What follows belongs to an exercise in optimizing a design on an open flow for small area, a short achievable clock period and few clock cycles per item; a production flow would make more cautious choices. Function was checked by simulation only, so behaviour that the tests miss may differ from the original. Power and IR drop assume default switching activity.

==> flow/design.v, too long to show whole: its modules and the start of the top module <==
// module dadda_mul: 1872 lines
module dadda_mul
(
    input  logic        clk,
    input  logic        rst_n,
    input  logic        in_valid,
    input  logic        mode,
    input  logic [15:0] a,
    input  logic [15:0] b,
    output logic        out_valid,
    output logic [15:0] hi,
    output logic [15:0] lo
);
  // ...
==> flow/run.sh <==
#!/bin/bash
# synth_recipe.tcl (not shown) runs the flow's synth.tcl, then flattens the netlist and writes it again
# the make line also repeats each setting of config.mk as NAME=value (left out here)
make -C /OpenROAD-flow-scripts/flow DESIGN_CONFIG=/design/flow/config.mk WORK_HOME=/design/flow/orfs CLKGATE_MAP_FILE= SYNTH_SCRIPT=/design/flow/synth_recipe.tcl finish
==> flow/config.mk <==
export PLATFORM = sky130hd
export DESIGN_NAME = dadda_mul
export DESIGN_NICKNAME = dadda_mul
export VERILOG_FILES = /design/flow/design.v
export SDC_FILE = /design/flow/constraint.sdc
export NUM_CORES = 4
export LEC_CHECK = 0
export ABC_AREA = 1
export CAP_MARGIN = 20
export CORE_MARGIN = 2
export CORE_UTILIZATION = 40
export SLEW_MARGIN = 20
==> flow/constraint.sdc <==
create_clock -name core_clock -period 4.0 [get_ports {clk}]
set_input_delay 0.8000 -clock core_clock [delete_from_list [all_inputs] [get_ports {clk}]]
set_output_delay 0.8000 -clock core_clock [all_outputs]
set_load 0.01 [all_outputs]
==> flow_summary.yaml, run 1 <==
yosys:
  synth_mux_area_frac: 0.004681
  syn-cell-area_mm2: 0.01203
  yosysTopAreaCell: "dfxtp_1"
  ys.flop_type: "dfxtp_1"
  synth_seq_area_share: 0.4061
global_routing:
  overflow: 0
  grt_busiest_layer: "met2"
clock_network:
  cts-htree-levels: 1
  cts_tree: "yes"
  cts.sinks: 243
  numCtsBuffers: 27
power_and_ir_drop:
  internal-power_mw: 6.808
final_layout:
  dominant_cells: "multi-input combinational cells"
  nets: 1449
  syn2layout_area_growth_pct: 16.95
  layout_common_cells: "dfxtp_1, inv_1, xor2_1"
hold_path:
  whs_path_depth: 0
floorplanning:
  fp-row-count: 63
  die_h_um: 177.4
setup_path:
  slowest_stage: "fa_1"
  required_ps: 4400
  reg2reg_setup_slack_ps: 1380
  reg2reg_from: "one3_q1"
timing:
  finClkSkew_ps: 9.924
  setup_viol: 0
  tns_ps: 0
placement:
  pre_cts_ws_ps: 1382
detailed_routing:
  drc: 0
run_status:
  outcome: "timing/DRC/antenna clean"
Testbench counts, summed over its fixed seeds: cycles 16,024, items 16,000.
==> run 2, diff against run 1 <==
--- a/flow/config.mk
+++ b/flow/config.mk
@@ -9,4 +9,6 @@
 export CAP_MARGIN = 20
 export CORE_MARGIN = 2
-export CORE_UTILIZATION = 40
+export CORE_UTILIZATION = 60
+export CTS_BUF_LIST = sky130_fd_sc_hd__clkbuf_4 sky130_fd_sc_hd__clkbuf_8
+export SETUP_SLACK_MARGIN = 1.9
 export SLEW_MARGIN = 20
==> flow_summary.yaml, run 2 <==
setup_path:
  cp_max_fo: 7
  critPathKind: "reg -> reg"
  cp_top_family: "adder cells"
  path_depth: 8
  required_ps: 4400
  slowest_stage: "fa_1"
  path_cells: "clkinvlp_4 > buf_12 > buf_6 > o22ai_2 > xor2_1 > fa_1 > inv_1 > fa_1"
  start_kind: "flop"
  critPathCaptureType: "flop"
  slowest_delay_ps: 510
  startpoint: "a_12_q1"
  cp.arrival_ps: 2690
  critPathMostFrequentCell: "fa_1"
  reg2reg_setup_slack_ps: 1710
  crit_end: "s287_q2"
  ff2ff_path_depth: 8
  reg2reg_from: "a_12_q1"
  r2r-end: "s287_q2"
  crit_buf_inv: 4
floorplanning:
  ios: 69
  fp-row-count: 51
  die-area_mm2: 0.02120
  die_w_um: 145.6
  core_mm2: 0.01959
  die_h_um: 145.6
  initial_utilization: 0.6140
final_layout:
  nets: 1567
  layout_common_cells: "dfxtp_1, inv_1, xor2_1"
  reg_top3: "prod (32), vld (4)"
  largest_reg_flops: 32
  layout-drive-gt1-share: 0.2700
  largest_register: "prod"
  final_common_cell: "dfxtp_1"
  final_util: 0.8021
  insertedDiodeCount: 0
  syn2layout_area_growth_pct: 30.64
  stdcell_count: 1665
  fillers: 1195
yosys:
  ys.flop_type: "dfxtp_1"
  netlist_top_cells_area: "dfxtp_1, fa_1, xor2_1"
  synth_compound_area_frac: 0.08915
  synth_top_family_by_area: "adder cells"
  synth_edf_count: 0
  synthTopCellsByCount: "dfxtp_1, inv_1, xor2_1, o22ai_1, nand2_1"
  synth.most_common_cell: "dfxtp_1"
  syn-cell-area_mm2: 0.01203
  synthCells: 1195
  syn_avg_cell_area_um2: 10.07
  synth_seq_area_share: 0.4061
  yosysTopAreaCell: "dfxtp_1"
  synth_xor_xnor_area_share: 0.1143
  synth-async-reset-ratio: 0.01646
  syn-num-nets: 1391
  yosysWarnings: 1
  synth_mux_area_frac: 0.004681
  synth_fa_ha_area_frac: 0.2320
  synth_cell_types: 33
  yosys.area_share.simple: 0.07490
  yosys.area.top_type_share: 0.3978
  yosys_register_bits: 243
power_and_ir_drop:
  p_leak_nw: 7.199
  vdd.ir_drop.worst_uv: 466.6
  p_per_area_mw_per_mm2: 644.9
  power.total_mw: 10.13
detailed_routing:
  drtIter0Drc: 847
  drt-total-wl_mm: 30.43
  detail_route.wl_per_cell_um: 18.28
  postRouteAntennaNets: 0
  vias: 9127
  viasPerCell: 5.482
  drc: 0
  detail_route.first_pass.iterations: 6
clock_network:
  clk_latency_ps: 540
  cts-htree-levels: 2
  cts.sinks: 243
  path_clk_slew_ps: 60
  numCtsBuffers: 40
  root_buffer: "clkbuf_8"
  clock_path_buffers: 3
  ctsHoldBuffers: 0
  cts_tree: "yes"
timing:
  worst_pin_slew_ps: 450.8
  fmax_mhz: 436.7
  maxSlewViolCount: 0
  slew_headroom: 0.6995
  period_share: 0.5725
  finClkSkew_ps: 21.33
  tns_ps: 0
  rsz0062_at_grt: "true"
  timing.final.ws_setup_ps: 1710
  period_needed_ps: 2290
  finalHoldViolCount: 0
  setup_viol: 0
global_routing:
  grt.met1_usage: 0.3649
  grt_pass1_vias: 9255
  grt_pass1_wl_mm: 47.06
  met2_usage: 0.4431
  gr-usage-met3: 0.07053
  grt_max_degree: 18
  overflow: 0
  grt_busiest_layer: "met2"
  gr-usage-all-layers: 0.2788
  antenna_found_initial: 0
placement:
  post-place-cells: 1487
  gp_congestion: 0.8900
  hpwl_mm: 17.73
  io_buffers: 68
  pre_cts_ws_ps: 1501
hold_path:
  hp-class: "reg -> reg"
run_status:
  outcome: "timing/DRC/antenna clean"
run:
  maxCapViolations: 0
[run 2: cell families (layout without fill, tap and decap cells)]
logic type / count (synthesis) / in the layout
compound gates: 176 / 176
buf+inv: 243 / 448
mux: 5 / 5
flops: 243 / 243
simple gates: 211 / 211
xor+xnor: 157 / 157
fa+ha+maj: 160 / 160
[run 2: what timing repair did]
action | 4_1_cts | 5_1_grt
pin swaps | 34 | 44
gates cloned | 7 | 0
gates resized for setup | 166 | 79
setup buffers | 81 | 19
endpoints found under the setup margin | 104 | 58
[run 2: worst min path at each step]
stage / startpoint / end / slack (ps) / cells past startpoint
6_report: G509_q2 / G509_q3 / 320 / 0
5_1_grt: p447_q2 / p447_q3 / 330 / 0
3_3_place_gp: g448_q2 / g448_q3 / 310 / 0
4_1_cts: G509_q2 / G509_q3 / 330 / 0
2_1_floorplan: G509_q2 / G509_q3 / 310 / 0
3_5_place_dp: G509_q2 / G509_q3 / 310 / 0
[run 2: metrics by stage]
stage / hold WS, ps / cell area [um2]
floorplan: 309.6 / 12120
CTS: 327.9 / 15100
global route: 334.7 / 15710
detailed placement: 313.8 / 12900
global placement: 310.3 / 12900
finish: 324.8 / 15710
[run 2: layer usage]
| layer | wire length, um | vias to the layer above | share of wire |
|---|---|---|---|
| met5 | 0 | - | 0 |
| met4 | 1407 | 0 | 0.046 |
| met3 | 2926 | 151 | 0.096 |
| met2 | 14090 | 522 | 0.46 |
| met1 | 12010 | 4326 | 0.39 |
| li1 | - | 4128 | - |
[run 2: cell type report]
| type | instances | area [um2] | share of cell area |
|---|---|---|---|
| inverters | 198 | 885.9 | 0.05638 |
| repair inverters | 7 | 52.55 | 0.003344 |
| clock buffers | 65 | 825.8 | 0.05256 |
| flip-flops and latches | 243 | 4965 | 0.3160 |
| multi-input cells | 709 | 6850 | 0.4360 |
| well taps | 265 | 331.6 | 0.02110 |
| repair buffers | 172 | 1715 | 0.1092 |
| clock inverters | 6 | 86.33 | 0.005494 |
[run 2: power by group]
part	internal, mW	leakage (nW)	total, mW	switching (mW)
Sequential	3.37	2.06	3.84	0.470
Clock	1.44	0.480	2.40	0.964
Combinational	1.76	4.66	3.89	2.13
[run 2: worst reg2reg max path, stage by stage (launching register included)]
cell	delay [ps]
dfxtp_2	350
clkinvlp_4	110
buf_12	140
buf_6	140
o22ai_2	140
xor2_1	270
fa_1	510
inv_1	110
fa_1	380
==> run 3, diff against run 2 <==
--- a/flow/config.mk
+++ b/flow/config.mk
@@ -9,6 +9,5 @@
 export CAP_MARGIN = 20
 export CORE_MARGIN = 2
-export CORE_UTILIZATION = 60
-export CTS_BUF_LIST = sky130_fd_sc_hd__clkbuf_4 sky130_fd_sc_hd__clkbuf_8
+export CORE_UTILIZATION = 40
 export SETUP_SLACK_MARGIN = 1.9
 export SLEW_MARGIN = 20
==> flow_summary.yaml, run 3 <==
clock_network:
  root_buffer: "clkbuf_16"
  path_clk_slew_ps: 60
  cts_tree: "yes"
  clk_latency_ps: 540
  cts-htree-levels: 1
  clock_path_buffers: 3
  numCtsBuffers: 27
  cts.sinks: 243
global_routing:
  antenna_found_initial: 0
  grt_pass1_vias: 8877
  grt_max_degree: 18
  gr-usage-all-layers: 0.1885
  grt_pass1_wl_mm: 46.40
  overflow: 0
yosys:
  syn-cell-area_mm2: 0.01203
  synth_edf_count: 0
  yosys_register_bits: 243
  syn_avg_cell_area_um2: 10.07
  synth-async-reset-ratio: 0.01646
  syn-num-nets: 1391
  synth_seq_area_share: 0.4061
  synth_cell_types: 33
  yosys.area.top_type_share: 0.3978
  ys.flop_type: "dfxtp_1"
  synthCells: 1195
  yosysTopAreaCell: "dfxtp_1"
  synth.most_common_cell: "dfxtp_1"
  netlist_top_cells_area: "dfxtp_1, fa_1, xor2_1"
  yosysWarnings: 1
  synthTopCellsByCount: "dfxtp_1, inv_1, xor2_1, o22ai_1, nand2_1"
final_layout:
  syn2layout_area_growth_pct: 32.66
  multiInputGateArea_mm2: 0.006893
  largest_register: "prod"
  nets: 1560
  stdcell_count: 1775
  layout_common_cells: "dfxtp_1, inv_1, xor2_1"
  largest_reg_flops: 32
  layout-drive-gt1-share: 0.2599
  reg_top3: "prod (32), vld (4)"
  fin_area_mm2: 0.01596
  final_common_cell: "dfxtp_1"
  fillers: 2580
  regArea_mm2: 0.004971
  insertedDiodeCount: 0
setup_path:
  required_ps: 4410
  r2r-end: "s287_q2"
  critPathKind: "reg -> reg"
  reg2reg_setup_slack_ps: 1780
  cp.arrival_ps: 2640
  reg2reg_from: "two145_q1"
  ff2ff_path_depth: 7
  start_kind: "flop"
  critPathCaptureType: "flop"
  crit_end: "s287_q2"
  startpoint: "two145_q1"
  cp_max_fo: 5
timing:
  finClkSkew_ps: 9.930
  tns_ps: 0
  maxSlewViolCount: 0
  fmax_mhz: 449.6
  rsz0062_at_grt: "true"
  hold_ws_ps: 325.5
  finalHoldViolCount: 0
  worst_pin_slew_ps: 457.6
  setup_viol: 0
  period_needed_ps: 2224
  period_share: 0.5560
  slew_headroom: 0.6949
detailed_routing:
  drt-total-wl_mm: 30.15
  detail_route.first_pass.iterations: 5
  drc: 0
  viasPerCell: 4.985
  vias: 8849
  postRouteAntennaNets: 0
  drtIter0Drc: 748
  detail_route.wl_per_cell_um: 16.99
placement:
  placed_cell_area_mm2: 0.01306
  hpwl_mm: 19.25
  post-place-cells: 1613
  io_buffers: 68
  gp_congestion: 0.9342
run_status:
  outcome: "timing/DRC/antenna clean"
floorplanning:
  core_mm2: 0.02964
  die-area_mm2: 0.03147
  die_w_um: 177.4
  fp-row-count: 63
  ios: 69
  initial_utilization: 0.4058
  die_h_um: 177.4
hold_path:
  hp-class: "reg -> reg"
power_and_ir_drop:
  vdd.ir_drop.worst_uv: 297.5
  p_leak_nw: 7.223
  power.total_mw: 10.33
  p_per_area_mw_per_mm2: 647.1
run:
  maxCapViolations: 0
## run 3: cell counts after synthesis
Identical to the previous run, type by type.
## run 3: repair_timing
item / 4_1_cts / 5_1_grt
pin swaps: 32 / 45
setup buffers: 82 / 21
resized for setup: 177 / 82
endpoints found under the setup margin: 106 / 39
hold buffers: 0 / 0
gates cloned: 8 / 1
## run 3: metal layers
layer  global-route usage  vias up  routed length, um
met5                    0        -                  0
met4              0.06387        0               1141
met3              0.03149       93               2452
met2               0.3198      391              14160
met1               0.2436     4258              12400
li1                     -     4107                  -
## run 3: critical path: stages (launching register included)
cell	delay (ps)
dfxtp_4	390
clkinvlp_4	150
buf_4	190
o22ai_2	120
xor2_1	320
fa_1	460
inv_1	80
fa_1	380
## run 3: cells by family after synthesis
family,Yosys count,synth area share
AOI/OAI and AO/OA,176,0.08915
xor gates and xnor gates,157,0.1143
adders and majority gates,160,0.2320
buffers and inverters,243,0.07885
DFF,243,0.4061
muxes,5,0.004681
and+or+nand+nor,211,0.07490
## run 3: worst min-delay path by stage
| stage | start | to | slack [ps] | depth (start not counted) |
|---|---|---|---|---|
| 2_1_floorplan | G509_q2 | G509_q3 | 310 | 0 |
| 5_1_grt | G509_q2 | G509_q3 | 330 | 0 |
| 6_report | g448_q2 | g448_q3 | 330 | 0 |
| 3_3_place_gp | g448_q2 | g448_q3 | 310 | 0 |
| 3_5_place_dp | p449_q2 | p449_q3 | 320 | 0 |
| 4_1_cts | p449_q2 | p449_q3 | 330 | 0 |
## run 3: power by group
group / internal (mW) / switching, mW / leakage [nW]
registers: 3.37 / 0.467 / 2.06
clock network: 1.62 / 1.00 / 0.466
logic: 1.75 / 2.12 / 4.69
## run 3: layout make-up
| class | instances | area share |
|---|---|---|
| clock buffers | 37 | 0.04854 |
| repair buffers | 176 | 0.1063 |
| clock inverters | 13 | 0.01137 |
| well taps | 390 | 0.03058 |
| multi-input cells | 709 | 0.4320 |
| inverters | 198 | 0.05583 |
| flip-flops and latches | 243 | 0.3115 |
| repair inverters | 9 | 0.003842 |
## run 3: per-stage QoR
stage	setup WS [ps]	utilization
after floorplan	1891	-
after global placement	1479	0.4407
after detailed placement	1485	0.4407
after CTS	1830	0.5162
after global routing	1697	0.5384
final	1776	0.5384

==> afterwards: timing with drivers on the ports <==
How much do the figures lean on ideal ports? The routed layouts below were timed once more, with nothing changed but the port constraints. Step 1, drivers: a clkbuf_16 drives clk and a buf_2 each remaining input, both assumed. Step 2 moves the port delays by t, midway between the first and last clock arrival at a register: inputs arrive t later, outputs are due t later. That takes back most of the time a late clock gives input paths. Three values: no drivers, after step 1, after step 2; two values: the first two.
| run | shift t [ns] | slack for setup (ns) | worst setup path at the end | worst register clock-pin slew, ns |
|---|---|---|---|---|
| run 1 | 0.571 | 1.384 / 1.384 / 1.384 | register to register | 0.07 / 0.07 |
| run 2 | 0.574 | 1.710 / 1.710 / 1.710 | register to register | 0.07 / 0.07 |
| run 3 | 0.583 | 1.776 / 1.776 / 1.776 | register to register | 0.07 / 0.07 |
After both steps setup and hold are still met in every run listed.
